Source: an optimization exercise on an open RTL-to-GDS flow (aim: small area and a short achievable clock period). Production flows keep margins and buffers that such runs may drop. No functional check of the RTL was part of any run shown here.

==> flow/design.v (outline; a module is shown in full before it is edited, if it fits) <==
// module twiddle_gen: 96 lines
// module cmplx_mult_scale: 1954 lines
// module csa_fa: 10 lines
// module csa_ha: 9 lines
// module twiddle_mult: 26 lines
module twiddle_mult
#(
    parameter int DATA_W    = 32,
    parameter int START_CNT = 64
) (
    input  logic              clk,
    input  logic              rst_n,
    input  logic [7:0]        cnt,
    input  logic [DATA_W-1:0] data_in,
    output logic [DATA_W-1:0] data_out
);
  // ...
==> flow/run.sh <==
#!/bin/bash
# synth_recipe.tcl (not shown) runs the flow's synth.tcl, then flattens the netlist and writes it again
# the make line also repeats each setting of config.mk as NAME=value (left out here)
make -C /OpenROAD-flow-scripts/flow DESIGN_CONFIG=/design/flow/config.mk WORK_HOME=/design/flow/orfs CLKGATE_MAP_FILE= SYNTH_SCRIPT=/design/flow/synth_recipe.tcl finish
==> flow/config.mk <==
export PLATFORM = sky130hd
export DESIGN_NAME = twiddle_mult
export DESIGN_NICKNAME = twiddle_mult
export VERILOG_FILES = /design/flow/design.v
export SDC_FILE = /design/flow/constraint.sdc
export NUM_CORES = 4
export LEC_CHECK = 0
export CAP_MARGIN = 20
export CORE_MARGIN = 2
export CORE_UTILIZATION = 40
export SETUP_SLACK_MARGIN = 3
export SLEW_MARGIN = 20
export SYNTH_HIERARCHICAL = 1
export SYNTH_MINIMUM_KEEP_SIZE = 0
export TNS_END_PERCENT = 100
==> flow/constraint.sdc <==
create_clock -name core_clock -period 8.0 [get_ports {clk}]
set_input_delay 1.6000 -clock core_clock [delete_from_list [all_inputs] [get_ports {clk}]]
set_output_delay 1.6000 -clock core_clock [all_outputs]
set_load 0.01 [all_outputs]
==> Flow_metrics.wiki, run 1 <==
{| class="wikitable"
! Metric !! Value
|-
| Placed instance count || 2649
|-
| H-Tree Level Count || 4
|-
| Number of antenna violations at the first check in global routing || 1
|-
| Highest cell delay on the worst timing path || about 0.60 ns
|-
| Synthesis Warnings || 8
|-
| Starting DRC count in detailed routing || 1815
|-
| Outcome || no timing/DRC/antenna violations
|-
| Slew HR || 0.245
|-
| Worst reg2reg path depth || 7
|-
| Area inside the core boundary || approximately 50000 um^2
|-
| # clk buffers || 18
|-
| Total number of sequential cells || around 120
|-
| Maximum root-to-sink buffer count || 2
|-
| Top fanout value on the critical path || 22
|-
| Number of cells on the worst hold path || 4
|-
| Cell area after layout || 21900 um^2
|-
| Endpoint of the worst register-to-register path || i_cmplx_mult_scale.re_yq[14]
|-
| Required time at the worst-slack endpoint || 8.32 ns
|-
| Signal arrival time at the worst endpoint || between 5 and 6 ns
|-
| Biggest Area Class || multi-input combinational cells
|-
| Fraction of standard cell area in multi-input logic || 0.774
|-
| GR Util met2 || 0.416
|-
| WS Path Type || input pin to flop
|-
| Buffer count from post-CTS setup fixing || 0
|-
| Routed length per placed instance || between 20 and 30 um
|-
| Number of failing setup endpoints in the final timing report || 0
|-
| Worst path cell trace || clkdlybuf4s50_1 > buf_4 > a22oi_1 > xnor2_1 > fa_1 > fa_1 > fa_1 > fa_1 > fa_1
|-
| Worst path buffer plus inverter count || 2
|-
| RSZ-0062 raised after global routing || yes
|-
| Area used by multi-input combinational logic || roughly 17000 um^2
|-
| Highest-count cells in the layout ignoring fill and taps || 382 x sky130_fd_sc_hd__xnor2_1, 329 x sky130_fd_sc_hd__fa_1, 308 x sky130_fd_sc_hd__a22oi_1
|-
| Clock skew || 0.0164 ns
|-
| Ratio of final minimum period to clock period || 0.614
|}
==> module twiddle_gen, before the edit <==
module twiddle_gen (
    input  logic        clk,
    input  logic        rst_n,
    input  logic [7:0]  cnt,
    output logic [5:0]  cr_s1,
    output logic [5:0]  cr_s2,
    output logic [5:0]  cr_ng,
    output logic [5:0]  ci_s1,
    output logic [5:0]  ci_s2,
    output logic [5:0]  ci_ng,
    output logic [5:0]  mci_ng
);
    logic [4:0] pos;
    logic [4:0] idx_d;
    assign pos = cnt[4:0];
    always_comb begin
        case (cnt[7:5])
            3'd2: idx_d = pos;
            3'd3: idx_d = {pos[3:0], 1'b0};
            3'd4: idx_d = {pos[2:0], 2'b0};
            3'd5: idx_d = {pos[1:0], 3'b0};
            3'd6: idx_d = {pos[0], 4'b0};
            default: idx_d = 5'd0;
        endcase
    end
    logic [31:0] oh;
    assign oh = 32'd1 << idx_d;
    logic [5:0] cr_s1_d;
    assign cr_s1_d[0] = |(oh & 32'h516272ea);
    assign cr_s1_d[1] = |(oh & 32'hf522895e);
    assign cr_s1_d[2] = |(oh & 32'h778823dc);
    assign cr_s1_d[3] = |(oh & 32'h354c6558);
    assign cr_s1_d[4] = |(oh & 32'h078c63c0);
    assign cr_s1_d[5] = |(oh & 32'hffc007ff);
    logic [5:0] cr_s2_d;
    assign cr_s2_d[0] = |(oh & 32'h00880810);
    assign cr_s2_d[1] = |(oh & 32'h0adc76a0);
    assign cr_s2_d[2] = |(oh & 32'h00228800);
    assign cr_s2_d[3] = |(oh & 32'h08929220);
    assign cr_s2_d[4] = |(oh & 32'h00701c00);
    assign cr_s2_d[5] = |(oh & 32'h00000000);
    logic [5:0] cr_ng_d;
    assign cr_ng_d[0] = |(oh & 32'h41ca58fa);
    assign cr_ng_d[1] = |(oh & 32'h3f362606);
    assign cr_ng_d[2] = |(oh & 32'h2780a814);
    assign cr_ng_d[3] = |(oh & 32'h044a5338);
    assign cr_ng_d[4] = |(oh & 32'h003c07c0);
    assign cr_ng_d[5] = |(oh & 32'hffc00000);
    logic [5:0] ci_s1_d;
    assign ci_s1_d[0] = |(oh & 32'h8d145162);
    assign ci_s1_d[1] = |(oh & 32'h895ef522);
    assign ci_s1_d[2] = |(oh & 32'h23dc7788);
    assign ci_s1_d[3] = |(oh & 32'h6558354c);
    assign ci_s1_d[4] = |(oh & 32'h63c0078c);
    assign ci_s1_d[5] = |(oh & 32'h07ffffc0);
    logic [5:0] ci_s2_d;
    assign ci_s2_d[0] = |(oh & 32'h22000088);
    assign ci_s2_d[1] = |(oh & 32'h76a00adc);
    assign ci_s2_d[2] = |(oh & 32'h88000022);
    assign ci_s2_d[3] = |(oh & 32'h92200892);
    assign ci_s2_d[4] = |(oh & 32'h1c000070);
    assign ci_s2_d[5] = |(oh & 32'h00000000);
    logic [5:0] ci_ng_d;
    assign ci_ng_d[0] = |(oh & 32'ha70441ca);
    assign ci_ng_d[1] = |(oh & 32'hd9f83f36);
    assign ci_ng_d[2] = |(oh & 32'h03c82780);
    assign ci_ng_d[3] = |(oh & 32'ha440044a);
    assign ci_ng_d[4] = |(oh & 32'h7800003c);
    assign ci_ng_d[5] = |(oh & 32'h07ffffc0);
    logic [5:0] mci_ng_d;
    assign mci_ng_d[0] = |(oh & 32'h08101020);
    assign mci_ng_d[1] = |(oh & 32'h2606c0c8);
    assign mci_ng_d[2] = |(oh & 32'ha814502a);
    assign mci_ng_d[3] = |(oh & 32'h53383994);
    assign mci_ng_d[4] = |(oh & 32'h07c007c0);
    assign mci_ng_d[5] = |(oh & 32'h00000000);
    always_ff @(posedge clk) begin
        if (!rst_n) begin
            cr_s1 <= 6'd32;
            cr_s2 <= 6'd0;
            cr_ng <= 6'd0;
            ci_s1 <= 6'd0;
            ci_s2 <= 6'd0;
            ci_ng <= 6'd0;
            mci_ng <= 6'd0;
        end else begin
            cr_s1 <= cr_s1_d;
            cr_s2 <= cr_s2_d;
            cr_ng <= cr_ng_d;
            ci_s1 <= ci_s1_d;
            ci_s2 <= ci_s2_d;
            ci_ng <= ci_ng_d;
            mci_ng <= mci_ng_d;
        end
    end
endmodule
==> inputs of run 2 (changes only) <==
--- a/flow/design.v
+++ b/flow/design.v
@@ -19,97 +19,76 @@
     output logic [5:0]  cr_ng,
     output logic [5:0]  ci_s1,
     output logic [5:0]  ci_s2,
     output logic [5:0]  ci_ng,
     output logic [5:0]  mci_ng
 );
     logic [4:0] pos;
     logic [4:0] idx_d;
+    logic [4:0] idx_q;
     assign pos = cnt[4:0];
     always_comb begin
         case (cnt[7:5])
             3'd2: idx_d = pos;
             3'd3: idx_d = {pos[3:0], 1'b0};
             3'd4: idx_d = {pos[2:0], 2'b0};
             3'd5: idx_d = {pos[1:0], 3'b0};
             3'd6: idx_d = {pos[0], 4'b0};
             default: idx_d = 5'd0;
         endcase
     end
-    logic [31:0] oh;
-    assign oh = 32'd1 << idx_d;
-    logic [5:0] cr_s1_d;
-    assign cr_s1_d[0] = |(oh & 32'h516272ea);
-    assign cr_s1_d[1] = |(oh & 32'hf522895e);
-    assign cr_s1_d[2] = |(oh & 32'h778823dc);
-    assign cr_s1_d[3] = |(oh & 32'h354c6558);
-    assign cr_s1_d[4] = |(oh & 32'h078c63c0);
-    assign cr_s1_d[5] = |(oh & 32'hffc007ff);
-    logic [5:0] cr_s2_d;
-    assign cr_s2_d[0] = |(oh & 32'h00880810);
-    assign cr_s2_d[1] = |(oh & 32'h0adc76a0);
-    assign cr_s2_d[2] = |(oh & 32'h00228800);
-    assign cr_s2_d[3] = |(oh & 32'h08929220);
-    assign cr_s2_d[4] = |(oh & 32'h00701c00);
-    assign cr_s2_d[5] = |(oh & 32'h00000000);
-    logic [5:0] cr_ng_d;
-    assign cr_ng_d[0] = |(oh & 32'h41ca58fa);
-    assign cr_ng_d[1] = |(oh & 32'h3f362606);
-    assign cr_ng_d[2] = |(oh & 32'h2780a814);
-    assign cr_ng_d[3] = |(oh & 32'h044a5338);
-    assign cr_ng_d[4] = |(oh & 32'h003c07c0);
-    assign cr_ng_d[5] = |(oh & 32'hffc00000);
-    logic [5:0] ci_s1_d;
-    assign ci_s1_d[0] = |(oh & 32'h8d145162);
-    assign ci_s1_d[1] = |(oh & 32'h895ef522);
-    assign ci_s1_d[2] = |(oh & 32'h23dc7788);
-    assign ci_s1_d[3] = |(oh & 32'h6558354c);
-    assign ci_s1_d[4] = |(oh & 32'h63c0078c);
-    assign ci_s1_d[5] = |(oh & 32'h07ffffc0);
-    logic [5:0] ci_s2_d;
-    assign ci_s2_d[0] = |(oh & 32'h22000088);
-    assign ci_s2_d[1] = |(oh & 32'h76a00adc);
-    assign ci_s2_d[2] = |(oh & 32'h88000022);
-    assign ci_s2_d[3] = |(oh & 32'h92200892);
-    assign ci_s2_d[4] = |(oh & 32'h1c000070);
-    assign ci_s2_d[5] = |(oh & 32'h00000000);
-    logic [5:0] ci_ng_d;
-    assign ci_ng_d[0] = |(oh & 32'ha70441ca);
-    assign ci_ng_d[1] = |(oh & 32'hd9f83f36);
-    assign ci_ng_d[2] = |(oh & 32'h03c82780);
-    assign ci_ng_d[3] = |(oh & 32'ha440044a);
-    assign ci_ng_d[4] = |(oh & 32'h7800003c);
-    assign ci_ng_d[5] = |(oh & 32'h07ffffc0);
-    logic [5:0] mci_ng_d;
-    assign mci_ng_d[0] = |(oh & 32'h08101020);
-    assign mci_ng_d[1] = |(oh & 32'h2606c0c8);
-    assign mci_ng_d[2] = |(oh & 32'ha814502a);
-    assign mci_ng_d[3] = |(oh & 32'h53383994);
-    assign mci_ng_d[4] = |(oh & 32'h07c007c0);
-    assign mci_ng_d[5] = |(oh & 32'h00000000);
     always_ff @(posedge clk) begin
-        if (!rst_n) begin
-            cr_s1 <= 6'd32;
-            cr_s2 <= 6'd0;
-            cr_ng <= 6'd0;
-            ci_s1 <= 6'd0;
-            ci_s2 <= 6'd0;
-            ci_ng <= 6'd0;
-            mci_ng <= 6'd0;
-        end else begin
-            cr_s1 <= cr_s1_d;
-            cr_s2 <= cr_s2_d;
-            cr_ng <= cr_ng_d;
-            ci_s1 <= ci_s1_d;
-            ci_s2 <= ci_s2_d;
-            ci_ng <= ci_ng_d;
-            mci_ng <= mci_ng_d;
-        end
+        if (!rst_n) idx_q <= 5'd0;
+        else        idx_q <= idx_d;
     end
+    logic [31:0] oh;
+    assign oh = 32'd1 << idx_q;
+    assign cr_s1[0] = |(oh & 32'h516272ea);
+    assign cr_s1[1] = |(oh & 32'hf522895e);
+    assign cr_s1[2] = |(oh & 32'h778823dc);
+    assign cr_s1[3] = |(oh & 32'h354c6558);
+    assign cr_s1[4] = |(oh & 32'h078c63c0);
+    assign cr_s1[5] = |(oh & 32'hffc007ff);
+    assign cr_s2[0] = |(oh & 32'h00880810);
+    assign cr_s2[1] = |(oh & 32'h0adc76a0);
+    assign cr_s2[2] = |(oh & 32'h00228800);
+    assign cr_s2[3] = |(oh & 32'h08929220);
+    assign cr_s2[4] = |(oh & 32'h00701c00);
+    assign cr_s2[5] = |(oh & 32'h00000000);
+    assign cr_ng[0] = |(oh & 32'h41ca58fa);
+    assign cr_ng[1] = |(oh & 32'h3f362606);
+    assign cr_ng[2] = |(oh & 32'h2780a814);
+    assign cr_ng[3] = |(oh & 32'h044a5338);
+    assign cr_ng[4] = |(oh & 32'h003c07c0);
+    assign cr_ng[5] = |(oh & 32'hffc00000);
+    assign ci_s1[0] = |(oh & 32'h8d145162);
+    assign ci_s1[1] = |(oh & 32'h895ef522);
+    assign ci_s1[2] = |(oh & 32'h23dc7788);
+    assign ci_s1[3] = |(oh & 32'h6558354c);
+    assign ci_s1[4] = |(oh & 32'h63c0078c);
+    assign ci_s1[5] = |(oh & 32'h07ffffc0);
+    assign ci_s2[0] = |(oh & 32'h22000088);
+    assign ci_s2[1] = |(oh & 32'h76a00adc);
+    assign ci_s2[2] = |(oh & 32'h88000022);
+    assign ci_s2[3] = |(oh & 32'h92200892);
+    assign ci_s2[4] = |(oh & 32'h1c000070);
+    assign ci_s2[5] = |(oh & 32'h00000000);
+    assign ci_ng[0] = |(oh & 32'ha70441ca);
+    assign ci_ng[1] = |(oh & 32'hd9f83f36);
+    assign ci_ng[2] = |(oh & 32'h03c82780);
+    assign ci_ng[3] = |(oh & 32'ha440044a);
+    assign ci_ng[4] = |(oh & 32'h7800003c);
+    assign ci_ng[5] = |(oh & 32'h07ffffc0);
+    assign mci_ng[0] = |(oh & 32'h08101020);
+    assign mci_ng[1] = |(oh & 32'h2606c0c8);
+    assign mci_ng[2] = |(oh & 32'ha814502a);
+    assign mci_ng[3] = |(oh & 32'h53383994);
+    assign mci_ng[4] = |(oh & 32'h07c007c0);
+    assign mci_ng[5] = |(oh & 32'h00000000);
 endmodule
 module cmplx_mult_scale (
     input  logic        clk,
     input  logic        rst_n,
     input  logic [31:0] data_in,
     input  logic [5:0]  cr_s1,
     input  logic [5:0]  cr_s2,
     input  logic [5:0]  cr_ng,
@@ -1456,16 +1435,17 @@
     assign re_w197 = ((ci_s1[5] & b[10]));
     assign re_w198 = ((ci_s1[5] & b[11]));
     assign re_w199 = ((ci_s1[5] & b[12]));
     assign re_w200 = ((ci_s1[5] & b[13]));
     assign re_w201 = ((ci_s1[5] & b[14]));
     assign re_w202 = ((ci_s1[5] & b[15]));
     logic [25:0] re_x;
     logic [25:0] re_y;
+    logic [25:0] re_sum;
     csa_ha u_re_w203 (.a(cr_ng[3]), .b(mci_ng[3]), .s(re_w203), .co(re_w204));
     csa_fa u_re_w205 (.a(cr_ng[4]), .b(mci_ng[4]), .c(re_w9), .s(re_w205), .co(re_w206));
     csa_ha u_re_w207 (.a(re_w24), .b(re_w39), .s(re_w207), .co(re_w208));
     csa_fa u_re_w209 (.a(re_w10), .b(re_w25), .c(re_w40), .s(re_w209), .co(re_w210));
     csa_ha u_re_w211 (.a(re_w55), .b(re_w70), .s(re_w211), .co(re_w212));
     csa_fa u_re_w213 (.a(cr_ng[5]), .b(re_w11), .c(re_w26), .s(re_w213), .co(re_w214));
     csa_fa u_re_w215 (.a(re_w41), .b(re_w56), .c(re_w71), .s(re_w215), .co(re_w216));
     csa_fa u_re_w217 (.a(re_w86), .b(re_w112), .c(re_w127), .s(re_w217), .co(re_w218));
@@ -1637,27 +1617,285 @@
     csa_fa u_re_w549 (.a(re_w441), .b(re_w496), .c(re_w497), .s(re_w549), .co(re_w550));
     csa_fa u_re_w551 (.a(re_w445), .b(re_w498), .c(re_w499), .s(re_w551), .co(re_w552));
     csa_fa u_re_w553 (.a(re_w446), .b(re_w501), .c(re_w500), .s(re_w553), .co(re_w554));
     csa_fa u_re_w555 (.a(re_w453), .b(re_w502), .c(re_w503), .s(re_w555), .co(re_w556));
     csa_fa u_re_w557 (.a(re_w454), .b(re_w505), .c(re_w504), .s(re_w557), .co(re_w558));
     csa_fa u_re_w559 (.a(re_w456), .b(re_w507), .c(re_w506), .s(re_w559), .co(re_w560));
     assign re_x = {re_w559, re_w556, re_w555, re_w552, re_w550, re_w548, re_w546, re_w544, re_w542, re_w540, re_w538, re_w536, re_w534, re_w532, re_w530, re_w528, re_w526, re_w524, re_w522, re_w520, re_w518, re_w516, re_w514, re_w512, re_w510, re_w102};
     assign re_y = {re_w558, re_w557, re_w554, re_w553, re_w551, re_w549, re_w547, re_w545, re_w543, re_w541, re_w539, re_w537, re_w535, re_w533, re_w531, re_w529, re_w527, re_w525, re_w523, re_w521, re_w519, re_w517, re_w515, re_w513, re_w511, re_w509};
-    logic [6:0] re_lo;
-    assign re_lo = {1'b0, re_x[5:0]} + {1'b0, re_y[5:0]};
-    logic [19:0] re_xq, re_yq;
-    logic re_cq;
-    logic [19:0] re_sum;
-    always_ff @(posedge clk) begin
-        re_xq <= re_x[25:6];
-        re_yq <= re_y[25:6];
-        re_cq <= re_lo[6];
-    end
-    assign re_sum = re_xq + re_yq + {19'd0, re_cq};
+    logic [25:0] re_g0, re_p0;
+    assign re_g0 = re_x & re_y;
+    assign re_p0 = re_x ^ re_y;
+    logic [25:0] re_g1, re_p1;
+    assign re_g1[0] = re_g0[0];
+    assign re_p1[0] = re_p0[0];
+    assign re_g1[1] = re_g0[1] | (re_p0[1] & re_g0[0]);
+    assign re_p1[1] = re_p0[1] & re_p0[0];
+    assign re_g1[2] = re_g0[2] | (re_p0[2] & re_g0[1]);
+    assign re_p1[2] = re_p0[2] & re_p0[1];
+    assign re_g1[3] = re_g0[3] | (re_p0[3] & re_g0[2]);
+    assign re_p1[3] = re_p0[3] & re_p0[2];
+    assign re_g1[4] = re_g0[4] | (re_p0[4] & re_g0[3]);
+    assign re_p1[4] = re_p0[4] & re_p0[3];
+    assign re_g1[5] = re_g0[5] | (re_p0[5] & re_g0[4]);
+    assign re_p1[5] = re_p0[5] & re_p0[4];
+    assign re_g1[6] = re_g0[6] | (re_p0[6] & re_g0[5]);
+    assign re_p1[6] = re_p0[6] & re_p0[5];
+    assign re_g1[7] = re_g0[7] | (re_p0[7] & re_g0[6]);
+    assign re_p1[7] = re_p0[7] & re_p0[6];
+    assign re_g1[8] = re_g0[8] | (re_p0[8] & re_g0[7]);
+    assign re_p1[8] = re_p0[8] & re_p0[7];
+    assign re_g1[9] = re_g0[9] | (re_p0[9] & re_g0[8]);
+    assign re_p1[9] = re_p0[9] & re_p0[8];
+    assign re_g1[10] = re_g0[10] | (re_p0[10] & re_g0[9]);
+    assign re_p1[10] = re_p0[10] & re_p0[9];
+    assign re_g1[11] = re_g0[11] | (re_p0[11] & re_g0[10]);
+    assign re_p1[11] = re_p0[11] & re_p0[10];
+    assign re_g1[12] = re_g0[12] | (re_p0[12] & re_g0[11]);
+    assign re_p1[12] = re_p0[12] & re_p0[11];
+    assign re_g1[13] = re_g0[13] | (re_p0[13] & re_g0[12]);
+    assign re_p1[13] = re_p0[13] & re_p0[12];
+    assign re_g1[14] = re_g0[14] | (re_p0[14] & re_g0[13]);
+    assign re_p1[14] = re_p0[14] & re_p0[13];
+    assign re_g1[15] = re_g0[15] | (re_p0[15] & re_g0[14]);
+    assign re_p1[15] = re_p0[15] & re_p0[14];
+    assign re_g1[16] = re_g0[16] | (re_p0[16] & re_g0[15]);
+    assign re_p1[16] = re_p0[16] & re_p0[15];
+    assign re_g1[17] = re_g0[17] | (re_p0[17] & re_g0[16]);
+    assign re_p1[17] = re_p0[17] & re_p0[16];
+    assign re_g1[18] = re_g0[18] | (re_p0[18] & re_g0[17]);
+    assign re_p1[18] = re_p0[18] & re_p0[17];
+    assign re_g1[19] = re_g0[19] | (re_p0[19] & re_g0[18]);
+    assign re_p1[19] = re_p0[19] & re_p0[18];
+    assign re_g1[20] = re_g0[20] | (re_p0[20] & re_g0[19]);
+    assign re_p1[20] = re_p0[20] & re_p0[19];
+    assign re_g1[21] = re_g0[21] | (re_p0[21] & re_g0[20]);
+    assign re_p1[21] = re_p0[21] & re_p0[20];
+    assign re_g1[22] = re_g0[22] | (re_p0[22] & re_g0[21]);
+    assign re_p1[22] = re_p0[22] & re_p0[21];
+    assign re_g1[23] = re_g0[23] | (re_p0[23] & re_g0[22]);
+    assign re_p1[23] = re_p0[23] & re_p0[22];
+    assign re_g1[24] = re_g0[24] | (re_p0[24] & re_g0[23]);
+    assign re_p1[24] = re_p0[24] & re_p0[23];
+    assign re_g1[25] = re_g0[25] | (re_p0[25] & re_g0[24]);
+    assign re_p1[25] = re_p0[25] & re_p0[24];
+    logic [25:0] re_g2, re_p2;
+    assign re_g2[0] = re_g1[0];
+    assign re_p2[0] = re_p1[0];
+    assign re_g2[1] = re_g1[1];
+    assign re_p2[1] = re_p1[1];
+    assign re_g2[2] = re_g1[2] | (re_p1[2] & re_g1[0]);
+    assign re_p2[2] = re_p1[2] & re_p1[0];
+    assign re_g2[3] = re_g1[3] | (re_p1[3] & re_g1[1]);
+    assign re_p2[3] = re_p1[3] & re_p1[1];
+    assign re_g2[4] = re_g1[4] | (re_p1[4] & re_g1[2]);
+    assign re_p2[4] = re_p1[4] & re_p1[2];
+    assign re_g2[5] = re_g1[5] | (re_p1[5] & re_g1[3]);
+    assign re_p2[5] = re_p1[5] & re_p1[3];
+    assign re_g2[6] = re_g1[6] | (re_p1[6] & re_g1[4]);
+    assign re_p2[6] = re_p1[6] & re_p1[4];
+    assign re_g2[7] = re_g1[7] | (re_p1[7] & re_g1[5]);
+    assign re_p2[7] = re_p1[7] & re_p1[5];
+    assign re_g2[8] = re_g1[8] | (re_p1[8] & re_g1[6]);
+    assign re_p2[8] = re_p1[8] & re_p1[6];
+    assign re_g2[9] = re_g1[9] | (re_p1[9] & re_g1[7]);
+    assign re_p2[9] = re_p1[9] & re_p1[7];
+    assign re_g2[10] = re_g1[10] | (re_p1[10] & re_g1[8]);
+    assign re_p2[10] = re_p1[10] & re_p1[8];
+    assign re_g2[11] = re_g1[11] | (re_p1[11] & re_g1[9]);
+    assign re_p2[11] = re_p1[11] & re_p1[9];
+    assign re_g2[12] = re_g1[12] | (re_p1[12] & re_g1[10]);
+    assign re_p2[12] = re_p1[12] & re_p1[10];
+    assign re_g2[13] = re_g1[13] | (re_p1[13] & re_g1[11]);
+    assign re_p2[13] = re_p1[13] & re_p1[11];
+    assign re_g2[14] = re_g1[14] | (re_p1[14] & re_g1[12]);
+    assign re_p2[14] = re_p1[14] & re_p1[12];
+    assign re_g2[15] = re_g1[15] | (re_p1[15] & re_g1[13]);
+    assign re_p2[15] = re_p1[15] & re_p1[13];
+    assign re_g2[16] = re_g1[16] | (re_p1[16] & re_g1[14]);
+    assign re_p2[16] = re_p1[16] & re_p1[14];
+    assign re_g2[17] = re_g1[17] | (re_p1[17] & re_g1[15]);
+    assign re_p2[17] = re_p1[17] & re_p1[15];
+    assign re_g2[18] = re_g1[18] | (re_p1[18] & re_g1[16]);
+    assign re_p2[18] = re_p1[18] & re_p1[16];
+    assign re_g2[19] = re_g1[19] | (re_p1[19] & re_g1[17]);
+    assign re_p2[19] = re_p1[19] & re_p1[17];
+    assign re_g2[20] = re_g1[20] | (re_p1[20] & re_g1[18]);
+    assign re_p2[20] = re_p1[20] & re_p1[18];
+    assign re_g2[21] = re_g1[21] | (re_p1[21] & re_g1[19]);
+    assign re_p2[21] = re_p1[21] & re_p1[19];
+    assign re_g2[22] = re_g1[22] | (re_p1[22] & re_g1[20]);
+    assign re_p2[22] = re_p1[22] & re_p1[20];
+    assign re_g2[23] = re_g1[23] | (re_p1[23] & re_g1[21]);
+    assign re_p2[23] = re_p1[23] & re_p1[21];
+    assign re_g2[24] = re_g1[24] | (re_p1[24] & re_g1[22]);
+    assign re_p2[24] = re_p1[24] & re_p1[22];
+    assign re_g2[25] = re_g1[25] | (re_p1[25] & re_g1[23]);
+    assign re_p2[25] = re_p1[25] & re_p1[23];
+    logic [25:0] re_g3, re_p3;
+    assign re_g3[0] = re_g2[0];
+    assign re_p3[0] = re_p2[0];
+    assign re_g3[1] = re_g2[1];
+    assign re_p3[1] = re_p2[1];
+    assign re_g3[2] = re_g2[2];
+    assign re_p3[2] = re_p2[2];
+    assign re_g3[3] = re_g2[3];
+    assign re_p3[3] = re_p2[3];
+    assign re_g3[4] = re_g2[4] | (re_p2[4] & re_g2[0]);
+    assign re_p3[4] = re_p2[4] & re_p2[0];
+    assign re_g3[5] = re_g2[5] | (re_p2[5] & re_g2[1]);
+    assign re_p3[5] = re_p2[5] & re_p2[1];
+    assign re_g3[6] = re_g2[6] | (re_p2[6] & re_g2[2]);
+    assign re_p3[6] = re_p2[6] & re_p2[2];
+    assign re_g3[7] = re_g2[7] | (re_p2[7] & re_g2[3]);
+    assign re_p3[7] = re_p2[7] & re_p2[3];
+    assign re_g3[8] = re_g2[8] | (re_p2[8] & re_g2[4]);
+    assign re_p3[8] = re_p2[8] & re_p2[4];
+    assign re_g3[9] = re_g2[9] | (re_p2[9] & re_g2[5]);
+    assign re_p3[9] = re_p2[9] & re_p2[5];
+    assign re_g3[10] = re_g2[10] | (re_p2[10] & re_g2[6]);
+    assign re_p3[10] = re_p2[10] & re_p2[6];
+    assign re_g3[11] = re_g2[11] | (re_p2[11] & re_g2[7]);
+    assign re_p3[11] = re_p2[11] & re_p2[7];
+    assign re_g3[12] = re_g2[12] | (re_p2[12] & re_g2[8]);
+    assign re_p3[12] = re_p2[12] & re_p2[8];
+    assign re_g3[13] = re_g2[13] | (re_p2[13] & re_g2[9]);
+    assign re_p3[13] = re_p2[13] & re_p2[9];
+    assign re_g3[14] = re_g2[14] | (re_p2[14] & re_g2[10]);
+    assign re_p3[14] = re_p2[14] & re_p2[10];
+    assign re_g3[15] = re_g2[15] | (re_p2[15] & re_g2[11]);
+    assign re_p3[15] = re_p2[15] & re_p2[11];
+    assign re_g3[16] = re_g2[16] | (re_p2[16] & re_g2[12]);
+    assign re_p3[16] = re_p2[16] & re_p2[12];
+    assign re_g3[17] = re_g2[17] | (re_p2[17] & re_g2[13]);
+    assign re_p3[17] = re_p2[17] & re_p2[13];
+    assign re_g3[18] = re_g2[18] | (re_p2[18] & re_g2[14]);
+    assign re_p3[18] = re_p2[18] & re_p2[14];
+    assign re_g3[19] = re_g2[19] | (re_p2[19] & re_g2[15]);
+    assign re_p3[19] = re_p2[19] & re_p2[15];
+    assign re_g3[20] = re_g2[20] | (re_p2[20] & re_g2[16]);
+    assign re_p3[20] = re_p2[20] & re_p2[16];
+    assign re_g3[21] = re_g2[21] | (re_p2[21] & re_g2[17]);
+    assign re_p3[21] = re_p2[21] & re_p2[17];
+    assign re_g3[22] = re_g2[22] | (re_p2[22] & re_g2[18]);
+    assign re_p3[22] = re_p2[22] & re_p2[18];
+    assign re_g3[23] = re_g2[23] | (re_p2[23] & re_g2[19]);
+    assign re_p3[23] = re_p2[23] & re_p2[19];
+    assign re_g3[24] = re_g2[24] | (re_p2[24] & re_g2[20]);
+    assign re_p3[24] = re_p2[24] & re_p2[20];
+    assign re_g3[25] = re_g2[25] | (re_p2[25] & re_g2[21]);
+    assign re_p3[25] = re_p2[25] & re_p2[21];
+    logic [25:0] re_g4, re_p4;
+    assign re_g4[0] = re_g3[0];
+    assign re_p4[0] = re_p3[0];
+    assign re_g4[1] = re_g3[1];
+    assign re_p4[1] = re_p3[1];
+    assign re_g4[2] = re_g3[2];
+    assign re_p4[2] = re_p3[2];
+    assign re_g4[3] = re_g3[3];
+    assign re_p4[3] = re_p3[3];
+    assign re_g4[4] = re_g3[4];
+    assign re_p4[4] = re_p3[4];
+    assign re_g4[5] = re_g3[5];
+    assign re_p4[5] = re_p3[5];
+    assign re_g4[6] = re_g3[6];
+    assign re_p4[6] = re_p3[6];
+    assign re_g4[7] = re_g3[7];
+    assign re_p4[7] = re_p3[7];
+    assign re_g4[8] = re_g3[8] | (re_p3[8] & re_g3[0]);
+    assign re_p4[8] = re_p3[8] & re_p3[0];
+    assign re_g4[9] = re_g3[9] | (re_p3[9] & re_g3[1]);
+    assign re_p4[9] = re_p3[9] & re_p3[1];
+    assign re_g4[10] = re_g3[10] | (re_p3[10] & re_g3[2]);
+    assign re_p4[10] = re_p3[10] & re_p3[2];
+    assign re_g4[11] = re_g3[11] | (re_p3[11] & re_g3[3]);
+    assign re_p4[11] = re_p3[11] & re_p3[3];
+    assign re_g4[12] = re_g3[12] | (re_p3[12] & re_g3[4]);
+    assign re_p4[12] = re_p3[12] & re_p3[4];
+    assign re_g4[13] = re_g3[13] | (re_p3[13] & re_g3[5]);
+    assign re_p4[13] = re_p3[13] & re_p3[5];
+    assign re_g4[14] = re_g3[14] | (re_p3[14] & re_g3[6]);
+    assign re_p4[14] = re_p3[14] & re_p3[6];
+    assign re_g4[15] = re_g3[15] | (re_p3[15] & re_g3[7]);
+    assign re_p4[15] = re_p3[15] & re_p3[7];
+    assign re_g4[16] = re_g3[16] | (re_p3[16] & re_g3[8]);
+    assign re_p4[16] = re_p3[16] & re_p3[8];
+    assign re_g4[17] = re_g3[17] | (re_p3[17] & re_g3[9]);
+    assign re_p4[17] = re_p3[17] & re_p3[9];
+    assign re_g4[18] = re_g3[18] | (re_p3[18] & re_g3[10]);
+    assign re_p4[18] = re_p3[18] & re_p3[10];
+    assign re_g4[19] = re_g3[19] | (re_p3[19] & re_g3[11]);
+    assign re_p4[19] = re_p3[19] & re_p3[11];
+    assign re_g4[20] = re_g3[20] | (re_p3[20] & re_g3[12]);
+    assign re_p4[20] = re_p3[20] & re_p3[12];
+    assign re_g4[21] = re_g3[21] | (re_p3[21] & re_g3[13]);
+    assign re_p4[21] = re_p3[21] & re_p3[13];
+    assign re_g4[22] = re_g3[22] | (re_p3[22] & re_g3[14]);
+    assign re_p4[22] = re_p3[22] & re_p3[14];
+    assign re_g4[23] = re_g3[23] | (re_p3[23] & re_g3[15]);
+    assign re_p4[23] = re_p3[23] & re_p3[15];
+    assign re_g4[24] = re_g3[24] | (re_p3[24] & re_g3[16]);
+    assign re_p4[24] = re_p3[24] & re_p3[16];
+    assign re_g4[25] = re_g3[25] | (re_p3[25] & re_g3[17]);
+    assign re_p4[25] = re_p3[25] & re_p3[17];
+    logic [25:0] re_g5, re_p5;
+    assign re_g5[0] = re_g4[0];
+    assign re_p5[0] = re_p4[0];
+    assign re_g5[1] = re_g4[1];
+    assign re_p5[1] = re_p4[1];
+    assign re_g5[2] = re_g4[2];
+    assign re_p5[2] = re_p4[2];
+    assign re_g5[3] = re_g4[3];
+    assign re_p5[3] = re_p4[3];
+    assign re_g5[4] = re_g4[4];
+    assign re_p5[4] = re_p4[4];
+    assign re_g5[5] = re_g4[5];
+    assign re_p5[5] = re_p4[5];
+    assign re_g5[6] = re_g4[6];
+    assign re_p5[6] = re_p4[6];
+    assign re_g5[7] = re_g4[7];
+    assign re_p5[7] = re_p4[7];
+    assign re_g5[8] = re_g4[8];
+    assign re_p5[8] = re_p4[8];
+    assign re_g5[9] = re_g4[9];
+    assign re_p5[9] = re_p4[9];
+    assign re_g5[10] = re_g4[10];
+    assign re_p5[10] = re_p4[10];
+    assign re_g5[11] = re_g4[11];
+    assign re_p5[11] = re_p4[11];
+    assign re_g5[12] = re_g4[12];
+    assign re_p5[12] = re_p4[12];
+    assign re_g5[13] = re_g4[13];
+    assign re_p5[13] = re_p4[13];
+    assign re_g5[14] = re_g4[14];
+    assign re_p5[14] = re_p4[14];
+    assign re_g5[15] = re_g4[15];
+    assign re_p5[15] = re_p4[15];
+    assign re_g5[16] = re_g4[16] | (re_p4[16] & re_g4[0]);
+    assign re_p5[16] = re_p4[16] & re_p4[0];
+    assign re_g5[17] = re_g4[17] | (re_p4[17] & re_g4[1]);
+    assign re_p5[17] = re_p4[17] & re_p4[1];
+    assign re_g5[18] = re_g4[18] | (re_p4[18] & re_g4[2]);
+    assign re_p5[18] = re_p4[18] & re_p4[2];
+    assign re_g5[19] = re_g4[19] | (re_p4[19] & re_g4[3]);
+    assign re_p5[19] = re_p4[19] & re_p4[3];
+    assign re_g5[20] = re_g4[20] | (re_p4[20] & re_g4[4]);
+    assign re_p5[20] = re_p4[20] & re_p4[4];
+    assign re_g5[21] = re_g4[21] | (re_p4[21] & re_g4[5]);
+    assign re_p5[21] = re_p4[21] & re_p4[5];
+    assign re_g5[22] = re_g4[22] | (re_p4[22] & re_g4[6]);
+    assign re_p5[22] = re_p4[22] & re_p4[6];
+    assign re_g5[23] = re_g4[23] | (re_p4[23] & re_g4[7]);
+    assign re_p5[23] = re_p4[23] & re_p4[7];
+    assign re_g5[24] = re_g4[24] | (re_p4[24] & re_g4[8]);
+    assign re_p5[24] = re_p4[24] & re_p4[8];
+    assign re_g5[25] = re_g4[25] | (re_p4[25] & re_g4[9]);
+    assign re_p5[25] = re_p4[25] & re_p4[9];
+    assign re_sum = re_p0 ^ {re_g5[24:0], 1'b0};
     assign im_w1 = (((ci_s1[0] & a[0])) ^ ci_ng[0]);
     assign im_w2 = (((ci_s1[0] & a[1]) | (ci_s2[0] & a[0])) ^ ci_ng[0]);
     assign im_w3 = (((ci_s1[0] & a[2]) | (ci_s2[0] & a[1])) ^ ci_ng[0]);
     assign im_w4 = (((ci_s1[0] & a[3]) | (ci_s2[0] & a[2])) ^ ci_ng[0]);
     assign im_w5 = (((ci_s1[0] & a[4]) | (ci_s2[0] & a[3])) ^ ci_ng[0]);
     assign im_w6 = (((ci_s1[0] & a[5]) | (ci_s2[0] & a[4])) ^ ci_ng[0]);
     assign im_w7 = (((ci_s1[0] & a[6]) | (ci_s2[0] & a[5])) ^ ci_ng[0]);
     assign im_w8 = (((ci_s1[0] & a[7]) | (ci_s2[0] & a[6])) ^ ci_ng[0]);
@@ -1852,16 +2090,17 @@
     assign im_w197 = (((cr_s1[5] & b[10])) ^ cr_ng[5]);
     assign im_w198 = (((cr_s1[5] & b[11])) ^ cr_ng[5]);
     assign im_w199 = (((cr_s1[5] & b[12])) ^ cr_ng[5]);
     assign im_w200 = (((cr_s1[5] & b[13])) ^ cr_ng[5]);
     assign im_w201 = (((cr_s1[5] & b[14])) ^ cr_ng[5]);
     assign im_w202 = (((cr_s1[5] & b[15])) ^ cr_ng[5]);
     logic [25:0] im_x;
     logic [25:0] im_y;
+    logic [25:0] im_sum;
     csa_ha u_im_w203 (.a(ci_ng[5]), .b(cr_ng[5]), .s(im_w203), .co(im_w204));
     csa_ha u_im_w205 (.a(ci_ng[3]), .b(cr_ng[3]), .s(im_w205), .co(im_w206));
     csa_fa u_im_w207 (.a(ci_ng[4]), .b(cr_ng[4]), .c(im_w9), .s(im_w207), .co(im_w208));
     csa_ha u_im_w209 (.a(im_w24), .b(im_w39), .s(im_w209), .co(im_w210));
     csa_fa u_im_w211 (.a(im_w10), .b(im_w25), .c(im_w40), .s(im_w211), .co(im_w212));
     csa_ha u_im_w213 (.a(im_w55), .b(im_w70), .s(im_w213), .co(im_w214));
     csa_fa u_im_w215 (.a(im_w203), .b(im_w11), .c(im_w26), .s(im_w215), .co(im_w216));
     csa_fa u_im_w217 (.a(im_w41), .b(im_w56), .c(im_w71), .s(im_w217), .co(im_w218));
@@ -2040,30 +2279,289 @@
     csa_fa u_im_w563 (.a(im_w455), .b(im_w510), .c(im_w511), .s(im_w563), .co(im_w564));
     csa_fa u_im_w565 (.a(im_w459), .b(im_w512), .c(im_w513), .s(im_w565), .co(im_w566));
     csa_fa u_im_w567 (.a(im_w460), .b(im_w515), .c(im_w514), .s(im_w567), .co(im_w568));
     csa_fa u_im_w569 (.a(im_w467), .b(im_w516), .c(im_w517), .s(im_w569), .co(im_w570));
     csa_fa u_im_w571 (.a(im_w468), .b(im_w519), .c(im_w518), .s(im_w571), .co(im_w572));
     csa_fa u_im_w573 (.a(im_w470), .b(im_w521), .c(im_w520), .s(im_w573), .co(im_w574));
     assign im_x = {im_w573, im_w570, im_w569, im_w566, im_w564, im_w562, im_w560, im_w558, im_w556, im_w554, im_w552, im_w550, im_w548, im_w546, im_w544, im_w542, im_w540, im_w538, im_w536, im_w534, im_w532, im_w530, im_w528, im_w526, im_w524, im_w102};
     assign im_y = {im_w572, im_w571, im_w568, im_w567, im_w565, im_w563, im_w561, im_w559, im_w557, im_w555, im_w553, im_w551, im_w549, im_w547, im_w545, im_w543, im_w541, im_w539, im_w537, im_w535, im_w533, im_w531, im_w529, im_w527, im_w525, im_w523};
-    logic [6:0] im_lo;
-    assign im_lo = {1'b0, im_x[5:0]} + {1'b0, im_y[5:0]};
-    logic [19:0] im_xq, im_yq;
-    logic im_cq;
-    logic [19:0] im_sum;
+    logic [25:0] im_g0, im_p0;
+    assign im_g0 = im_x & im_y;
+    assign im_p0 = im_x ^ im_y;
+    logic [25:0] im_g1, im_p1;
+    assign im_g1[0] = im_g0[0];
+    assign im_p1[0] = im_p0[0];
+    assign im_g1[1] = im_g0[1] | (im_p0[1] & im_g0[0]);
+    assign im_p1[1] = im_p0[1] & im_p0[0];
+    assign im_g1[2] = im_g0[2] | (im_p0[2] & im_g0[1]);
+    assign im_p1[2] = im_p0[2] & im_p0[1];
+    assign im_g1[3] = im_g0[3] | (im_p0[3] & im_g0[2]);
+    assign im_p1[3] = im_p0[3] & im_p0[2];
+    assign im_g1[4] = im_g0[4] | (im_p0[4] & im_g0[3]);
+    assign im_p1[4] = im_p0[4] & im_p0[3];
+    assign im_g1[5] = im_g0[5] | (im_p0[5] & im_g0[4]);
+    assign im_p1[5] = im_p0[5] & im_p0[4];
+    assign im_g1[6] = im_g0[6] | (im_p0[6] & im_g0[5]);
+    assign im_p1[6] = im_p0[6] & im_p0[5];
+    assign im_g1[7] = im_g0[7] | (im_p0[7] & im_g0[6]);
+    assign im_p1[7] = im_p0[7] & im_p0[6];
+    assign im_g1[8] = im_g0[8] | (im_p0[8] & im_g0[7]);
+    assign im_p1[8] = im_p0[8] & im_p0[7];
+    assign im_g1[9] = im_g0[9] | (im_p0[9] & im_g0[8]);
+    assign im_p1[9] = im_p0[9] & im_p0[8];
+    assign im_g1[10] = im_g0[10] | (im_p0[10] & im_g0[9]);
+    assign im_p1[10] = im_p0[10] & im_p0[9];
+    assign im_g1[11] = im_g0[11] | (im_p0[11] & im_g0[10]);
+    assign im_p1[11] = im_p0[11] & im_p0[10];
+    assign im_g1[12] = im_g0[12] | (im_p0[12] & im_g0[11]);
+    assign im_p1[12] = im_p0[12] & im_p0[11];
+    assign im_g1[13] = im_g0[13] | (im_p0[13] & im_g0[12]);
+    assign im_p1[13] = im_p0[13] & im_p0[12];
+    assign im_g1[14] = im_g0[14] | (im_p0[14] & im_g0[13]);
+    assign im_p1[14] = im_p0[14] & im_p0[13];
+    assign im_g1[15] = im_g0[15] | (im_p0[15] & im_g0[14]);
+    assign im_p1[15] = im_p0[15] & im_p0[14];
+    assign im_g1[16] = im_g0[16] | (im_p0[16] & im_g0[15]);
+    assign im_p1[16] = im_p0[16] & im_p0[15];
+    assign im_g1[17] = im_g0[17] | (im_p0[17] & im_g0[16]);
+    assign im_p1[17] = im_p0[17] & im_p0[16];
+    assign im_g1[18] = im_g0[18] | (im_p0[18] & im_g0[17]);
+    assign im_p1[18] = im_p0[18] & im_p0[17];
+    assign im_g1[19] = im_g0[19] | (im_p0[19] & im_g0[18]);
+    assign im_p1[19] = im_p0[19] & im_p0[18];
+    assign im_g1[20] = im_g0[20] | (im_p0[20] & im_g0[19]);
+    assign im_p1[20] = im_p0[20] & im_p0[19];
+    assign im_g1[21] = im_g0[21] | (im_p0[21] & im_g0[20]);
+    assign im_p1[21] = im_p0[21] & im_p0[20];
+    assign im_g1[22] = im_g0[22] | (im_p0[22] & im_g0[21]);
+    assign im_p1[22] = im_p0[22] & im_p0[21];
+    assign im_g1[23] = im_g0[23] | (im_p0[23] & im_g0[22]);
+    assign im_p1[23] = im_p0[23] & im_p0[22];
+    assign im_g1[24] = im_g0[24] | (im_p0[24] & im_g0[23]);
+    assign im_p1[24] = im_p0[24] & im_p0[23];
+    assign im_g1[25] = im_g0[25] | (im_p0[25] & im_g0[24]);
+    assign im_p1[25] = im_p0[25] & im_p0[24];
+    logic [25:0] im_g2, im_p2;
+    assign im_g2[0] = im_g1[0];
+    assign im_p2[0] = im_p1[0];
+    assign im_g2[1] = im_g1[1];
+    assign im_p2[1] = im_p1[1];
+    assign im_g2[2] = im_g1[2] | (im_p1[2] & im_g1[0]);
+    assign im_p2[2] = im_p1[2] & im_p1[0];
+    assign im_g2[3] = im_g1[3] | (im_p1[3] & im_g1[1]);
+    assign im_p2[3] = im_p1[3] & im_p1[1];
+    assign im_g2[4] = im_g1[4] | (im_p1[4] & im_g1[2]);
+    assign im_p2[4] = im_p1[4] & im_p1[2];
+    assign im_g2[5] = im_g1[5] | (im_p1[5] & im_g1[3]);
+    assign im_p2[5] = im_p1[5] & im_p1[3];
+    assign im_g2[6] = im_g1[6] | (im_p1[6] & im_g1[4]);
+    assign im_p2[6] = im_p1[6] & im_p1[4];
+    assign im_g2[7] = im_g1[7] | (im_p1[7] & im_g1[5]);
+    assign im_p2[7] = im_p1[7] & im_p1[5];
+    assign im_g2[8] = im_g1[8] | (im_p1[8] & im_g1[6]);
+    assign im_p2[8] = im_p1[8] & im_p1[6];
+    assign im_g2[9] = im_g1[9] | (im_p1[9] & im_g1[7]);
+    assign im_p2[9] = im_p1[9] & im_p1[7];
+    assign im_g2[10] = im_g1[10] | (im_p1[10] & im_g1[8]);
+    assign im_p2[10] = im_p1[10] & im_p1[8];
+    assign im_g2[11] = im_g1[11] | (im_p1[11] & im_g1[9]);
+    assign im_p2[11] = im_p1[11] & im_p1[9];
+    assign im_g2[12] = im_g1[12] | (im_p1[12] & im_g1[10]);
+    assign im_p2[12] = im_p1[12] & im_p1[10];
+    assign im_g2[13] = im_g1[13] | (im_p1[13] & im_g1[11]);
+    assign im_p2[13] = im_p1[13] & im_p1[11];
+    assign im_g2[14] = im_g1[14] | (im_p1[14] & im_g1[12]);
+    assign im_p2[14] = im_p1[14] & im_p1[12];
+    assign im_g2[15] = im_g1[15] | (im_p1[15] & im_g1[13]);
+    assign im_p2[15] = im_p1[15] & im_p1[13];
+    assign im_g2[16] = im_g1[16] | (im_p1[16] & im_g1[14]);
+    assign im_p2[16] = im_p1[16] & im_p1[14];
+    assign im_g2[17] = im_g1[17] | (im_p1[17] & im_g1[15]);
+    assign im_p2[17] = im_p1[17] & im_p1[15];
+    assign im_g2[18] = im_g1[18] | (im_p1[18] & im_g1[16]);
+    assign im_p2[18] = im_p1[18] & im_p1[16];
+    assign im_g2[19] = im_g1[19] | (im_p1[19] & im_g1[17]);
+    assign im_p2[19] = im_p1[19] & im_p1[17];
+    assign im_g2[20] = im_g1[20] | (im_p1[20] & im_g1[18]);
+    assign im_p2[20] = im_p1[20] & im_p1[18];
+    assign im_g2[21] = im_g1[21] | (im_p1[21] & im_g1[19]);
+    assign im_p2[21] = im_p1[21] & im_p1[19];
+    assign im_g2[22] = im_g1[22] | (im_p1[22] & im_g1[20]);
+    assign im_p2[22] = im_p1[22] & im_p1[20];
+    assign im_g2[23] = im_g1[23] | (im_p1[23] & im_g1[21]);
+    assign im_p2[23] = im_p1[23] & im_p1[21];
+    assign im_g2[24] = im_g1[24] | (im_p1[24] & im_g1[22]);
+    assign im_p2[24] = im_p1[24] & im_p1[22];
+    assign im_g2[25] = im_g1[25] | (im_p1[25] & im_g1[23]);
+    assign im_p2[25] = im_p1[25] & im_p1[23];
+    logic [25:0] im_g3, im_p3;
+    assign im_g3[0] = im_g2[0];
+    assign im_p3[0] = im_p2[0];
+    assign im_g3[1] = im_g2[1];
+    assign im_p3[1] = im_p2[1];
+    assign im_g3[2] = im_g2[2];
+    assign im_p3[2] = im_p2[2];
+    assign im_g3[3] = im_g2[3];
+    assign im_p3[3] = im_p2[3];
+    assign im_g3[4] = im_g2[4] | (im_p2[4] & im_g2[0]);
+    assign im_p3[4] = im_p2[4] & im_p2[0];
+    assign im_g3[5] = im_g2[5] | (im_p2[5] & im_g2[1]);
+    assign im_p3[5] = im_p2[5] & im_p2[1];
+    assign im_g3[6] = im_g2[6] | (im_p2[6] & im_g2[2]);
+    assign im_p3[6] = im_p2[6] & im_p2[2];
+    assign im_g3[7] = im_g2[7] | (im_p2[7] & im_g2[3]);
+    assign im_p3[7] = im_p2[7] & im_p2[3];
+    assign im_g3[8] = im_g2[8] | (im_p2[8] & im_g2[4]);
+    assign im_p3[8] = im_p2[8] & im_p2[4];
+    assign im_g3[9] = im_g2[9] | (im_p2[9] & im_g2[5]);
+    assign im_p3[9] = im_p2[9] & im_p2[5];
+    assign im_g3[10] = im_g2[10] | (im_p2[10] & im_g2[6]);
+    assign im_p3[10] = im_p2[10] & im_p2[6];
+    assign im_g3[11] = im_g2[11] | (im_p2[11] & im_g2[7]);
+    assign im_p3[11] = im_p2[11] & im_p2[7];
+    assign im_g3[12] = im_g2[12] | (im_p2[12] & im_g2[8]);
+    assign im_p3[12] = im_p2[12] & im_p2[8];
+    assign im_g3[13] = im_g2[13] | (im_p2[13] & im_g2[9]);
+    assign im_p3[13] = im_p2[13] & im_p2[9];
+    assign im_g3[14] = im_g2[14] | (im_p2[14] & im_g2[10]);
+    assign im_p3[14] = im_p2[14] & im_p2[10];
+    assign im_g3[15] = im_g2[15] | (im_p2[15] & im_g2[11]);
+    assign im_p3[15] = im_p2[15] & im_p2[11];
+    assign im_g3[16] = im_g2[16] | (im_p2[16] & im_g2[12]);
+    assign im_p3[16] = im_p2[16] & im_p2[12];
+    assign im_g3[17] = im_g2[17] | (im_p2[17] & im_g2[13]);
+    assign im_p3[17] = im_p2[17] & im_p2[13];
+    assign im_g3[18] = im_g2[18] | (im_p2[18] & im_g2[14]);
+    assign im_p3[18] = im_p2[18] & im_p2[14];
+    assign im_g3[19] = im_g2[19] | (im_p2[19] & im_g2[15]);
+    assign im_p3[19] = im_p2[19] & im_p2[15];
+    assign im_g3[20] = im_g2[20] | (im_p2[20] & im_g2[16]);
+    assign im_p3[20] = im_p2[20] & im_p2[16];
+    assign im_g3[21] = im_g2[21] | (im_p2[21] & im_g2[17]);
+    assign im_p3[21] = im_p2[21] & im_p2[17];
+    assign im_g3[22] = im_g2[22] | (im_p2[22] & im_g2[18]);
+    assign im_p3[22] = im_p2[22] & im_p2[18];
+    assign im_g3[23] = im_g2[23] | (im_p2[23] & im_g2[19]);
+    assign im_p3[23] = im_p2[23] & im_p2[19];
+    assign im_g3[24] = im_g2[24] | (im_p2[24] & im_g2[20]);
+    assign im_p3[24] = im_p2[24] & im_p2[20];
+    assign im_g3[25] = im_g2[25] | (im_p2[25] & im_g2[21]);
+    assign im_p3[25] = im_p2[25] & im_p2[21];
+    logic [25:0] im_g4, im_p4;
+    assign im_g4[0] = im_g3[0];
+    assign im_p4[0] = im_p3[0];
+    assign im_g4[1] = im_g3[1];
+    assign im_p4[1] = im_p3[1];
+    assign im_g4[2] = im_g3[2];
+    assign im_p4[2] = im_p3[2];
+    assign im_g4[3] = im_g3[3];
+    assign im_p4[3] = im_p3[3];
+    assign im_g4[4] = im_g3[4];
+    assign im_p4[4] = im_p3[4];
+    assign im_g4[5] = im_g3[5];
+    assign im_p4[5] = im_p3[5];
+    assign im_g4[6] = im_g3[6];
+    assign im_p4[6] = im_p3[6];
+    assign im_g4[7] = im_g3[7];
+    assign im_p4[7] = im_p3[7];
+    assign im_g4[8] = im_g3[8] | (im_p3[8] & im_g3[0]);
+    assign im_p4[8] = im_p3[8] & im_p3[0];
+    assign im_g4[9] = im_g3[9] | (im_p3[9] & im_g3[1]);
+    assign im_p4[9] = im_p3[9] & im_p3[1];
+    assign im_g4[10] = im_g3[10] | (im_p3[10] & im_g3[2]);
+    assign im_p4[10] = im_p3[10] & im_p3[2];
+    assign im_g4[11] = im_g3[11] | (im_p3[11] & im_g3[3]);
+    assign im_p4[11] = im_p3[11] & im_p3[3];
+    assign im_g4[12] = im_g3[12] | (im_p3[12] & im_g3[4]);
+    assign im_p4[12] = im_p3[12] & im_p3[4];
+    assign im_g4[13] = im_g3[13] | (im_p3[13] & im_g3[5]);
+    assign im_p4[13] = im_p3[13] & im_p3[5];
+    assign im_g4[14] = im_g3[14] | (im_p3[14] & im_g3[6]);
+    assign im_p4[14] = im_p3[14] & im_p3[6];
+    assign im_g4[15] = im_g3[15] | (im_p3[15] & im_g3[7]);
+    assign im_p4[15] = im_p3[15] & im_p3[7];
+    assign im_g4[16] = im_g3[16] | (im_p3[16] & im_g3[8]);
+    assign im_p4[16] = im_p3[16] & im_p3[8];
+    assign im_g4[17] = im_g3[17] | (im_p3[17] & im_g3[9]);
+    assign im_p4[17] = im_p3[17] & im_p3[9];
+    assign im_g4[18] = im_g3[18] | (im_p3[18] & im_g3[10]);
+    assign im_p4[18] = im_p3[18] & im_p3[10];
+    assign im_g4[19] = im_g3[19] | (im_p3[19] & im_g3[11]);
+    assign im_p4[19] = im_p3[19] & im_p3[11];
+    assign im_g4[20] = im_g3[20] | (im_p3[20] & im_g3[12]);
+    assign im_p4[20] = im_p3[20] & im_p3[12];
+    assign im_g4[21] = im_g3[21] | (im_p3[21] & im_g3[13]);
+    assign im_p4[21] = im_p3[21] & im_p3[13];
+    assign im_g4[22] = im_g3[22] | (im_p3[22] & im_g3[14]);
+    assign im_p4[22] = im_p3[22] & im_p3[14];
+    assign im_g4[23] = im_g3[23] | (im_p3[23] & im_g3[15]);
+    assign im_p4[23] = im_p3[23] & im_p3[15];
+    assign im_g4[24] = im_g3[24] | (im_p3[24] & im_g3[16]);
+    assign im_p4[24] = im_p3[24] & im_p3[16];
+    assign im_g4[25] = im_g3[25] | (im_p3[25] & im_g3[17]);
+    assign im_p4[25] = im_p3[25] & im_p3[17];
+    logic [25:0] im_g5, im_p5;
+    assign im_g5[0] = im_g4[0];
+    assign im_p5[0] = im_p4[0];
+    assign im_g5[1] = im_g4[1];
+    assign im_p5[1] = im_p4[1];
+    assign im_g5[2] = im_g4[2];
+    assign im_p5[2] = im_p4[2];
+    assign im_g5[3] = im_g4[3];
+    assign im_p5[3] = im_p4[3];
+    assign im_g5[4] = im_g4[4];
+    assign im_p5[4] = im_p4[4];
+    assign im_g5[5] = im_g4[5];
+    assign im_p5[5] = im_p4[5];
+    assign im_g5[6] = im_g4[6];
+    assign im_p5[6] = im_p4[6];
+    assign im_g5[7] = im_g4[7];
+    assign im_p5[7] = im_p4[7];
+    assign im_g5[8] = im_g4[8];
+    assign im_p5[8] = im_p4[8];
+    assign im_g5[9] = im_g4[9];
+    assign im_p5[9] = im_p4[9];
+    assign im_g5[10] = im_g4[10];
+    assign im_p5[10] = im_p4[10];
+    assign im_g5[11] = im_g4[11];
+    assign im_p5[11] = im_p4[11];
+    assign im_g5[12] = im_g4[12];
+    assign im_p5[12] = im_p4[12];
+    assign im_g5[13] = im_g4[13];
+    assign im_p5[13] = im_p4[13];
+    assign im_g5[14] = im_g4[14];
+    assign im_p5[14] = im_p4[14];
+    assign im_g5[15] = im_g4[15];
+    assign im_p5[15] = im_p4[15];
+    assign im_g5[16] = im_g4[16] | (im_p4[16] & im_g4[0]);
+    assign im_p5[16] = im_p4[16] & im_p4[0];
+    assign im_g5[17] = im_g4[17] | (im_p4[17] & im_g4[1]);
+    assign im_p5[17] = im_p4[17] & im_p4[1];
+    assign im_g5[18] = im_g4[18] | (im_p4[18] & im_g4[2]);
+    assign im_p5[18] = im_p4[18] & im_p4[2];
+    assign im_g5[19] = im_g4[19] | (im_p4[19] & im_g4[3]);
+    assign im_p5[19] = im_p4[19] & im_p4[3];
+    assign im_g5[20] = im_g4[20] | (im_p4[20] & im_g4[4]);
+    assign im_p5[20] = im_p4[20] & im_p4[4];
+    assign im_g5[21] = im_g4[21] | (im_p4[21] & im_g4[5]);
+    assign im_p5[21] = im_p4[21] & im_p4[5];
+    assign im_g5[22] = im_g4[22] | (im_p4[22] & im_g4[6]);
+    assign im_p5[22] = im_p4[22] & im_p4[6];
+    assign im_g5[23] = im_g4[23] | (im_p4[23] & im_g4[7]);
+    assign im_p5[23] = im_p4[23] & im_p4[7];
+    assign im_g5[24] = im_g4[24] | (im_p4[24] & im_g4[8]);
+    assign im_p5[24] = im_p4[24] & im_p4[8];
+    assign im_g5[25] = im_g4[25] | (im_p4[25] & im_g4[9]);
+    assign im_p5[25] = im_p4[25] & im_p4[9];
+    assign im_sum = im_p0 ^ {im_g5[24:0], 1'b0};
     always_ff @(posedge clk) begin
-        im_xq <= im_x[25:6];
-        im_yq <= im_y[25:6];
-        im_cq <= im_lo[6];
+        if (!rst_n) data_out <= '0;
+        else        data_out <= {re_sum[25:10], im_sum[25:10]};
     end
-    assign im_sum = im_xq + im_yq + {19'd0, im_cq};
-    logic live_q;
-    always_ff @(posedge clk) live_q <= rst_n;
-    assign data_out = live_q ? {re_sum[19:4], im_sum[19:4]} : 32'd0;
 endmodule
 module csa_fa (
     input  logic a,
     input  logic b,
     input  logic c,
     output logic s,
     output logic co
 );
==> flow/config.mk (replaced) <==
export PLATFORM = sky130hd
export DESIGN_NAME = twiddle_mult
export DESIGN_NICKNAME = twiddle_mult
export VERILOG_FILES = /design/flow/design.v
export SDC_FILE = /design/flow/constraint.sdc
export NUM_CORES = 4
export LEC_CHECK = 0
export CAP_MARGIN = 20
export CORE_MARGIN = 2
export CORE_UTILIZATION = 40
export SLEW_MARGIN = 20
export SYNTH_HIERARCHICAL = 1
export SYNTH_MINIMUM_KEEP_SIZE = 0
==> Flow_metrics.wiki, run 2 <==
{| class="wikitable"
! Metric !! Value
|-
| Outcome || no timing/DRC/antenna violations
|-
| Layout-stage area growth over the synthesis result || 10.2%
|-
| Nets@finish || ~2400
|-
| Number of antenna violations at the first check in global routing || 0 (-1)
|-
| Worst slack after detailed placement || roughly 0.4 ns
|-
| Standard-cell rows || 78
|-
| Clock network latency to the later pin of the worst-skew pair || 0.31 ns
|-
| Cell count after synthesis || a little under 2000
|-
| Cell area after layout || 20300 um^2 (-7.6%)
|-
| H-Tree Level Count || 2 (-2)
|-
| CTS tree || yes
|-
| Synth Cell Area || ~18000 um^2
|-
| Registers with the most flip-flops || i_cmplx_mult_scale.data_out: 32 flops, i_twiddle_gen.idx_q: 5 flops
|-
| Dpl cell area || approximately 20000 um^2
|-
| Starting DRC count in detailed routing || 1551 (-15%)
|-
| Number of failing setup endpoints in the final timing report || 0 (unchanged)
|-
| Final core occ || 0.447
|-
| Overall global routing resource usage || 0.244
|-
| Number of port buffers || 73
|-
| Highest cell delay on the worst timing path || 1.03 ns (+0.43 ns)
|-
| Number of gates resized after CTS || 0
|-
| Worst path slowest cell || sky130_fd_sc_hd__clkdlybuf4s50_1
|-
| Chip width || 218 um
|-
| Initial cell density of the core || 0.405
|-
| Maximum clock frequency || around 140 MHz
|-
| Highest-count cells in the layout ignoring fill and taps || 379 x sky130_fd_sc_hd__xnor2_1, 329 x sky130_fd_sc_hd__fa_1, 304 x sky130_fd_sc_hd__a22oi_1
|-
| Setup slack of the critical path after layout || slightly above 0.6 ns
|-
| Number of global-route vias before repair || 16100
|-
| Top fanout value on the critical path || 12 (-45%)
|-
| Flip-flop count of the largest register, all copies and words added || 32
|-
| Slew HR || 0.306 (+0.0614)
|-
| Number of antenna repair diodes || 0
|-
| Total via count in the routed design || 15300
|-
| Clock sink count || 37
|-
| Final-report max-slew violation count || 0
|-
| Worst path cell trace || clkdlybuf4s50_1 > a22oi_1 > xnor2_1 > fa_1 > fa_1 > fa_1 > fa_1 > fa_1 > ha_1 > and4_1 > a221oi_4 > a21oi_2 > o41ai_1 > a21oi_1 > nor3_2
|-
| Most frequent cell on the critical path || sky130_fd_sc_hd__fa_1
|-
| Synthesis Warnings || 8 (unchanged)
|-
| Count of hold-fix buffers inserted at cts || 0
|-
| Maximum root-to-sink buffer count || 2 (unchanged)
|-
| Buffer count from post-CTS setup fixing || 0 (unchanged)
|-
| RSZ-0062 raised after global routing || no
|-
| Chip Height || 218 um
|-
| Post-Synthesis Mean Instance Area || approximately 9.5 um^2
|-
| Number of primary I/O pins || 74
|-
| Least-Margin Pin Slew || 1.04 ns
|-
| Reg with most FFs || i_cmplx_mult_scale.data_out
|-
| Post-detailed-route DRC marker count || 0
|-
| Total congestion overflow || 0
|-
| Routed length per placed instance || 22.4 um (-14%)
|-
| Routability congestion estimate || between 0.9 and 1
|-
| Total clock buffers created by CTS || 5
|-
| Clock Root Buffer || sky130_fd_sc_hd__clkbuf_16
|-
| Final count of hold timing violations || 0
|-
| Setup TNS after final layout || 0 ns
|-
| Worst Setup Start Kind || input pin
|-
| Most frequent standard cell in the layout excluding fill and tap cells || sky130_fd_sc_hd__xnor2_1
|-
| Signal arrival time at the worst endpoint || 7.60 ns (+2.38 ns)
|-
| Clock skew || 0.0122 ns (-0.00420 ns)
|-
| Area inside the core boundary || 45400 um^2 (-9.5%)
|-
| Required time at the worst-slack endpoint || 8.23 ns (-0.09 ns)
|-
| WL final || around 56000 um
|-
| First-pass GRT wire length || about 90000 um
|-
| Detailed placer's ending HPWL || between 40000 and 50000 um
|-
| Clock slew at reported path FFs || 0.07 ns
|-
| Endpoint kind of the worst setup timing path || flop
|-
| Remaining antenna violation count || 0
|-
| Placed instance count || 2513 (-5.1%)
|-
| Number of maximum-capacitance violations || 0
|-
| Via-per-instance ratio || slightly above 6
|-
| Area of the die || around 48000 um^2
|-
| Proportion of layout cells with a drive suffix above 1 || 0.104
|-
| Worst hold slack || 1.95 ns
|-
| Number of iterations in the first detailed-routing pass || 7
|-
| Min Clock Period, post-route || between 7 and 8 ns
|-
| Hold WC Path Type || input pin to flop
|-
| Ratio of final minimum period to clock period || 0.922 (+0.308)
|-
| Largest net degree at the start of global routing || 50
|-
| Number of standard cells in the layout, taps in and fillers out || 2521
|-
| WS Path Type || input pin to flop
|}
-- run 2: cell count changes in the layout (fill, tap and decap cells not counted), sizes merged, moves of 15 or more --
cell	change
nor2	-26
clkbuf	-19
a21oi	-15
clkdlybuf4s50	+19
o21ai	-15
dfxtp	-84
buf	+73
nand2	-16
-- run 2: final cells by class --
cell class                      instances  area, um^2
Multi-Input combinational cell       1669       16900
Clock inverter                          1        30.0
Fill cell                            4323       25100
Tap cell                              600         751
Sequential cell                        37         742
Timing Repair Buffer                  193        1630
Clock buffer                            7         143
Inverter                               14        52.6
-- run 2: path summary, 6_finish.rpt --
path,startpoint,to,slack (ns),depth (start not counted)
setup / recovery,data_in[11],i_cmplx_mult_scale.data_out[31],0.62,15
setup reg to reg,i_twiddle_gen.idx_q[1],i_cmplx_mult_scale.data_out[31],0.64,19
hold reg to reg,i_twiddle_gen.idx_q[4],i_cmplx_mult_scale.data_out[31],2.02,8
hold / removal,cnt[1],i_twiddle_gen.idx_q[1],1.95,3
-- run 2: critical path: cells and delay by family --
kind            cells  cell delay (ns)
buf+inv             1             1.03
xor+xnor            1             0.20
compound gates      5             1.52
simple gates        2             0.49
fa+ha+maj           6             2.74
-- run 2: routing by layer --
metal  vias up  track usage  part of all wire
li1       6684            -                 -
met1      7761        0.324              0.41
met2       734        0.394              0.47
met3       135       0.0358             0.078
met4         2        0.103             0.044
met5         -      0.00938            0.0011

-- static timing again, ports no longer ideal --
In the flow no input, the clock included, has a driving cell. The finished layouts below were timed again as built, in two steps. Step 1 sets driving cells, clkbuf_16 on the clock port and buf_2 on the other inputs (assumed; they add their load-dependent delay and slew). Step 2 moves the port delays by t, midway between the first and last clock arrival at a register: inputs arrive t later, outputs are due t later. That takes back most of the time a late clock gives input paths. Slacks: ideal / step 1 / step 2; pairs: ideal / step 1.
run | t (ns) | slack for setup (ns) | latest minus earliest clock arrival (ns) | pins driven straight from the clock port
run 1 | 0.507 | 3.091 / 3.105 / 2.614 | 0.018 / 0.018 | 1
run 2 | 0.361 | 0.624 / 0.637 / 0.287 | 0.013 / 0.012 | 1
After both steps every run listed still meets setup and hold. The setup slack of run 1, which loses most, moves by +0.014 ns with the drivers and by -0.477 ns with both steps.
